What follows belongs to an exercise in optimizing a design on an open flow for small area and a short achievable clock period; a production flow would make more cautious choices.
In this exercise RTL edits were held to simulation tests only and were not proved equivalent to the original.
Power is estimated from default activity; no workload was simulated.

## old
==> flow/design.v <==
module decode_stage_pipe #(
  parameter int unsigned DATA_WIDTH  = 32,
  parameter int unsigned INSTRUCTION = 32,
  parameter int unsigned ALU_CONTROL = 4,
  parameter int unsigned NUM_REGS    = 32
) (
  input  logic                   clk,
  input  logic                   rst,
  input  logic                   flush,
  input  logic                   in_valid,
  output logic                   in_ready,
  input  logic [INSTRUCTION-1:0] in_instr,
  input  logic                   wb_en,
  input  logic [4:0]             wb_rd,
  input  logic [DATA_WIDTH-1:0]  wb_data,
  output logic                   out_valid,
  input  logic                   out_ready,
  output logic [ALU_CONTROL-1:0] out_alu_control,
  output logic [DATA_WIDTH-1:0]  out_opa,
  output logic [DATA_WIDTH-1:0]  out_opb,
  output logic [DATA_WIDTH-1:0]  out_store_data,
  output logic [4:0]             out_rd,
  output logic                   out_reg_write,
  output logic                   out_load,
  output logic                   out_store,
  output logic                   out_mem_en,
  output logic [1:0]             out_mem_to_reg,
  output logic                   out_illegal
);
  localparam logic [3:0] ALU_ADD = 4'b0000, ALU_SUB = 4'b0001, ALU_SLL = 4'b0010,
                         ALU_SLT = 4'b0011, ALU_SLTU = 4'b0100, ALU_XOR = 4'b0101,
                         ALU_SRL = 4'b0110, ALU_SRA = 4'b0111, ALU_OR = 4'b1000,
                         ALU_AND = 4'b1001;
  localparam logic [6:0] OP_R = 7'b0110011, OP_I = 7'b0010011, OP_L = 7'b0000011,
                         OP_S = 7'b0100011, OP_LUI = 7'b0110111;
  logic [31:0] regs [1:31];
  logic [31:1] written;
  logic [4:0]  rs1, rs2;
  assign rs1 = in_instr[19:15];
  assign rs2 = in_instr[24:20];
  logic [7:0] wpre_lo;
  logic [3:0] wpre_hi;
  always_comb begin
    for (int j = 0; j < 8; j++) wpre_lo[j] = (wb_rd[2:0] == 3'(j));
    for (int j = 0; j < 4; j++) wpre_hi[j] = wb_en && (wb_rd[4:3] == 2'(j));
  end
  logic [31:1] wr_set;
  for (genvar i = 1; i < 32; i++) begin : g_wrd
    decode_stage_pipe_and2 u_wd (.a(wpre_lo[i % 8]), .b(wpre_hi[i / 8]), .y(wr_set[i]));
  end
  always_ff @(posedge clk or negedge rst) begin
    if (!rst) written <= '0;
    else      written <= written | wr_set;
  end
  logic [31:1] we_lo, we_hi;
  logic [31:0] regs_d [1:31];
  for (genvar i = 1; i < 32; i++) begin : g_wr
    decode_stage_pipe_and2 u_wlo (.a(wpre_lo[i % 8]), .b(wpre_hi[i / 8]), .y(we_lo[i]));
    decode_stage_pipe_and2 u_whi (.a(wpre_lo[i % 8]), .b(wpre_hi[i / 8]), .y(we_hi[i]));
    for (genvar b = 0; b < 32; b++) begin : g_bit
      if (b < 16) begin : g_lo
        decode_stage_pipe_ld u_ld (.q(regs[i][b]), .keep(!we_lo[i]), .d(wb_data[b]),
                                   .ld(we_lo[i]), .y(regs_d[i][b]));
      end else begin : g_hi
        decode_stage_pipe_ld u_ld (.q(regs[i][b]), .keep(!we_hi[i]), .d(wb_data[b]),
                                   .ld(we_hi[i]), .y(regs_d[i][b]));
      end
    end
  end
  always_ff @(posedge clk) begin
    for (int i = 1; i < 32; i++) regs[i] <= regs_d[i];
  end
  logic [31:1] sel1, sel2;
  logic [31:0] rs1_val, rs2_val;
  always_comb begin
    for (int i = 1; i < 32; i++) begin
      sel1[i] = (rs1 == 5'(i)) && written[i];
      sel2[i] = (rs2 == 5'(i)) && written[i];
    end
  end
  for (genvar b = 0; b < 32; b++) begin : g_rd
    logic [31:1] col;
    for (genvar i = 1; i < 32; i++) begin : g_col
      assign col[i] = regs[i][b];
    end
    decode_stage_pipe_rdbit u_rd1 (.sel(sel1), .d(col), .y(rs1_val[b]));
    decode_stage_pipe_rdbit u_rd2 (.sel(sel2), .d(col), .y(rs2_val[b]));
  end
  logic [6:0] opcode;
  logic [2:0] fun3;
  logic       bit30;
  logic       is_r, is_i, is_l, is_s, is_lui, is_ill;
  logic [3:0] dec_alu;
  logic [31:0] dec_opa;
  logic       rs1_used, rs2_used;
  assign opcode = in_instr[6:0];
  assign fun3   = in_instr[14:12];
  assign bit30  = in_instr[30];
  assign is_r   = (opcode == OP_R);
  assign is_i   = (opcode == OP_I);
  assign is_l   = (opcode == OP_L);
  assign is_s   = (opcode == OP_S);
  assign is_lui = (opcode == OP_LUI);
  assign is_ill = !(is_r || is_i || is_l || is_s || is_lui);
  assign rs1_used = is_r || is_i || is_l || is_s;
  assign rs2_used = is_r || is_s;
  always_comb begin
    dec_alu = ALU_ADD;
    if (is_r || is_i) begin
      unique case (fun3)
        3'b000: dec_alu = (is_r && bit30) ? ALU_SUB : ALU_ADD;
        3'b001: dec_alu = ALU_SLL;
        3'b010: dec_alu = ALU_SLT;
        3'b011: dec_alu = ALU_SLTU;
        3'b100: dec_alu = ALU_XOR;
        3'b101: dec_alu = bit30 ? ALU_SRA : ALU_SRL;
        3'b110: dec_alu = ALU_OR;
        3'b111: dec_alu = ALU_AND;
      endcase
    end
  end
  assign dec_opa = rs1_val;   
  logic [31:0] imm;
  always_comb begin
    imm = '0;
    if (is_i || is_l)  imm = {{20{in_instr[31]}}, in_instr[31:20]};
    else if (is_s)     imm = {{20{in_instr[31]}}, in_instr[31:25], in_instr[11:7]};
    else if (is_lui)   imm = {in_instr[31:12], 12'b0};
  end
  logic        valid_q, load_q, store_q, illegal_q;
  logic [3:0]  alu_q;
  logic [31:0] opa_q, opb_q, sdata_q;
  logic [4:0]  rd_q;
  logic        stall, free, accept;
  assign stall    = valid_q && load_q && (rd_q != 5'd0) &&
                    (((rd_q == rs1) && rs1_used) || ((rd_q == rs2) && rs2_used));
  assign free     = !valid_q || out_ready;
  logic hz_q;
  always_ff @(posedge clk or negedge rst) begin
    if (!rst)             hz_q <= 1'b0;
    else if (flush)       hz_q <= 1'b0;
    else if (accept)      hz_q <= is_l && (in_instr[11:7] != 5'd0);
    else if (out_ready)   hz_q <= 1'b0;
  end
  logic [4:0] hrd_q;
  always_ff @(posedge clk) begin
    if (accept) hrd_q <= in_instr[11:7];
  end
  decode_stage_pipe_rdy u_rdy (.rs1(rs1), .rs2(rs2), .opcode(opcode), .rd(hrd_q), .hz(hz_q),
                               .blk(flush || !free), .rdy(in_ready));
  assign accept   = in_valid && free && !stall && !flush;
  always_ff @(posedge clk or negedge rst) begin
    if (!rst)             valid_q <= 1'b0;
    else if (flush)       valid_q <= 1'b0;
    else if (accept)      valid_q <= 1'b1;
    else if (out_ready)   valid_q <= 1'b0;
  end
  localparam int unsigned FW = 4 + 32 + 32 + 5 + 3;
  logic [FW-1:0] fld_q, fld_d, fld_in, fld_ld;
  logic [31:0]   opb_d, opb_imm;
  logic          ld_r;
  assign fld_in = {dec_alu, dec_opa, rs2_val, in_instr[11:7], is_l, is_s, is_ill};
  assign fld_ld = {{4{free}}, {32{free && !is_lui}}, {(FW-36){free}}};
  for (genvar b = 0; b < FW; b++) begin : g_fld
    decode_stage_pipe_ld u_ld (.q(fld_q[b]), .keep(!free), .d(fld_in[b]), .ld(fld_ld[b]),
                               .y(fld_d[b]));
  end
  assign ld_r    = free && is_r;
  assign opb_imm = imm & {32{free && !is_r}};
  for (genvar b = 0; b < 32; b++) begin : g_opb
    decode_stage_pipe_ld2 u_ld (.q(opb_q[b]), .keep(!free), .d(rs2_val[b]), .ld(ld_r),
                                .c(opb_imm[b]), .y(opb_d[b]));
  end
  always_ff @(posedge clk) begin
    fld_q <= fld_d;
    opb_q <= opb_d;
  end
  assign {alu_q, opa_q, sdata_q, rd_q, load_q, store_q, illegal_q} = fld_q;
  assign out_valid       = valid_q;
  assign out_alu_control = alu_q;
  assign out_opa         = opa_q;
  assign out_opb         = opb_q;
  assign out_store_data  = sdata_q;
  assign out_rd          = rd_q;
  assign out_reg_write   = !(store_q || illegal_q);
  assign out_load        = load_q;
  assign out_store       = store_q;
  assign out_mem_en      = load_q || store_q;
  assign out_mem_to_reg  = {1'b0, load_q};
  assign out_illegal     = illegal_q;
endmodule
module decode_stage_pipe_rdbit (
  input  logic [31:1] sel,
  input  logic [31:1] d,
  output logic        y
);
  logic [10:0] n;
  for (genvar g = 0; g < 10; g++) begin : g_aoi
    decode_stage_pipe_aoi3 u_aoi (.s(sel[3*g+3:3*g+1]), .d(d[3*g+3:3*g+1]), .yn(n[g]));
  end
  assign n[10] = !(sel[31] && d[31]);
  logic [2:0] m;
  decode_stage_pipe_nand4 u_m0 (.a(n[3:0]), .y(m[0]));
  decode_stage_pipe_nand4 u_m1 (.a(n[7:4]), .y(m[1]));
  decode_stage_pipe_nand3 u_m2 (.a(n[10:8]), .y(m[2]));
  assign y = |m;
endmodule
module decode_stage_pipe_nand4 (
  input  logic [3:0] a,
  output logic       y
);
  assign y = !(&a);
endmodule
module decode_stage_pipe_nand3 (
  input  logic [2:0] a,
  output logic       y
);
  assign y = !(&a);
endmodule
module decode_stage_pipe_aoi3 (
  input  logic [2:0] s,
  input  logic [2:0] d,
  output logic       yn
);
  assign yn = !(|(s & d));
endmodule
module decode_stage_pipe_ld (
  input  logic q,
  input  logic keep,
  input  logic d,
  input  logic ld,
  output logic y
);
  assign y = (q && keep) || (d && ld);
endmodule
module decode_stage_pipe_ld2 (
  input  logic q,
  input  logic keep,
  input  logic d,
  input  logic ld,
  input  logic c,
  output logic y
);
  assign y = (q && keep) || (d && ld) || c;
endmodule
module decode_stage_pipe_rdy (
  input  logic [4:0] rs1,
  input  logic [4:0] rs2,
  input  logic [6:0] opcode,
  input  logic [4:0] rd,
  input  logic       hz,
  input  logic       blk,
  output logic       rdy
);
  logic [4:0] e1, e2;
  logic       a1, b1, a2, b2, t, nu1, nu2, m1, m2;
  for (genvar k = 0; k < 5; k++) begin : g_eq
    decode_stage_pipe_xnor2 u_e1 (.a(rs1[k]), .b(rd[k]), .y(e1[k]));
    decode_stage_pipe_xnor2 u_e2 (.a(rs2[k]), .b(rd[k]), .y(e2[k]));
  end
  decode_stage_pipe_nand3 u_a1 (.a({e1[2:0]}), .y(a1));
  decode_stage_pipe_nand3 u_b1 (.a({e1[4:3], hz}), .y(b1));
  decode_stage_pipe_nand3 u_a2 (.a({e2[2:0]}), .y(a2));
  decode_stage_pipe_nand3 u_b2 (.a({e2[4:3], hz}), .y(b2));
  decode_stage_pipe_nor3  u_t  (.a({opcode[6], opcode[3], opcode[2]}), .y(t));
  decode_stage_pipe_nand3 u_u1 (.a({t, opcode[1], opcode[0]}), .y(nu1));
  decode_stage_pipe_nand4 u_u2 (.a({t, opcode[1], opcode[0], opcode[5]}), .y(nu2));
  decode_stage_pipe_nor3  u_m1 (.a({a1, b1, nu1}), .y(m1));
  decode_stage_pipe_nor3  u_m2 (.a({a2, b2, nu2}), .y(m2));
  decode_stage_pipe_nor3  u_r  (.a({m1, m2, blk}), .y(rdy));
endmodule
module decode_stage_pipe_xnor2 (
  input  logic a,
  input  logic b,
  output logic y
);
  assign y = !(a ^ b);
endmodule
module decode_stage_pipe_nor3 (
  input  logic [2:0] a,
  output logic       y
);
  assign y = !(|a);
endmodule
module decode_stage_pipe_and2 (
  input  logic a,
  input  logic b,
  output logic y
);
  assign y = a && b;
endmodule
export LEC_CHECK = 0
export CAP_MARGIN = 20
export CORE_MARGIN = 2
export CORE_UTILIZATION = 60
export CTS_BUF_LIST = sky130_fd_sc_hd__clkbuf_8
export CTS_CLUSTER_DIAMETER = 60
export CTS_CLUSTER_SIZE = 14
export SETUP_SLACK_MARGIN = 2.1
export SLEW_MARGIN = 20
export SYNTH_HIERARCHICAL = 1
export TNS_END_PERCENT = 100
create_clock -name core_clock -period 5.0 [get_ports {clk}]
standard.sh (not shown) runs the stock make flow with config.mk's settings and CLKGATE_MAP_FILE= SYNTH_SCRIPT=/design/flow/synth_recipe.tcl, a recipe that flattens the netlist after the stock synthesis.
==> flow/flow/run.sh <==
#!/bin/bash
set -o pipefail
export BUFFER_PORTS_ARGS="-buffer_cell sky130_fd_sc_hd__buf_2"
cp standard.sh standard_copy.log 2>/dev/null
bash standard.sh > standard.log 2>&1
Modified inputs, new compared to old
diff --git a/flow/design.v b/flow/design.v
--- a/flow/design.v
+++ b/flow/design.v
@@ -139,17 +139,13 @@
   always_ff @(posedge clk or negedge rst) begin
     if (!rst)             hz_q <= 1'b0;
     else if (flush)       hz_q <= 1'b0;
     else if (accept)      hz_q <= is_l && (in_instr[11:7] != 5'd0);
     else if (out_ready)   hz_q <= 1'b0;
   end
-  logic [4:0] hrd_q;
-  always_ff @(posedge clk) begin
-    if (accept) hrd_q <= in_instr[11:7];
-  end
-  decode_stage_pipe_rdy u_rdy (.rs1(rs1), .rs2(rs2), .opcode(opcode), .rd(hrd_q), .hz(hz_q),
+  decode_stage_pipe_rdy u_rdy (.rs1(rs1), .rs2(rs2), .opcode(opcode), .rd(rd_q), .hz(hz_q),
                                .blk(flush || !free), .rdy(in_ready));
   assign accept   = in_valid && free && !stall && !flush;
   always_ff @(posedge clk or negedge rst) begin
     if (!rst)             valid_q <= 1'b0;
     else if (flush)       valid_q <= 1'b0;
     else if (accept)      valid_q <= 1'b1;
==> comparison <==
new closes out successfully: all stages finished, all timing, DRC and antenna checks passed.
new ends up with lower number of DRC violations after detailed-routing iteration 0 than old does.
On clock group share of total power, old and new are basically level.
Compared with old, in new die area shrank by 0.37%, power per unit of standard cell area now sits lower.
Worst setup slack was higher in the run labelled new.
The core footprint on old is in line with that on new.
Compared with old, the detailed router inserted fewer vias in new.
Comparing old and new, the lower number of instances resized during post-cts repair is on new.
Against old, new reports a post-route standard cell area excluding fillers that is lower.

==> what the ideal ports hide <==
Ports are ideal in the flow. The routed layouts listed here were re-timed in OpenROAD.
Step 1: set_driving_cell puts a clkbuf_16 on clk and a buf_2 on each other input, an assumption about the parent block.
Step 2 moves the port delays by t, midway between the first and last clock arrival at a register: inputs arrive t later, outputs are due t later. That takes back most of the time a late clock gives input paths.
Three values: no drivers, after step 1, after step 2; two values: the first two.
| run | t (ns) | setup WS [ns] | worst register clock-pin slew, ns | worst slew at a driven data input, ns |
|---|---|---|---|---|
| old | 0.863 | 1.800 / 1.843 / 0.980 | 0.10 / 0.10 | 0.15 |
| new | 0.837 | 1.938 / 1.905 / 1.068 | 0.10 / 0.10 | 0.15 |
After both steps every run listed still meets setup and hold. The setup slack of new, which loses most, moves by -0.033 ns with the drivers and by -0.870 ns with both steps.
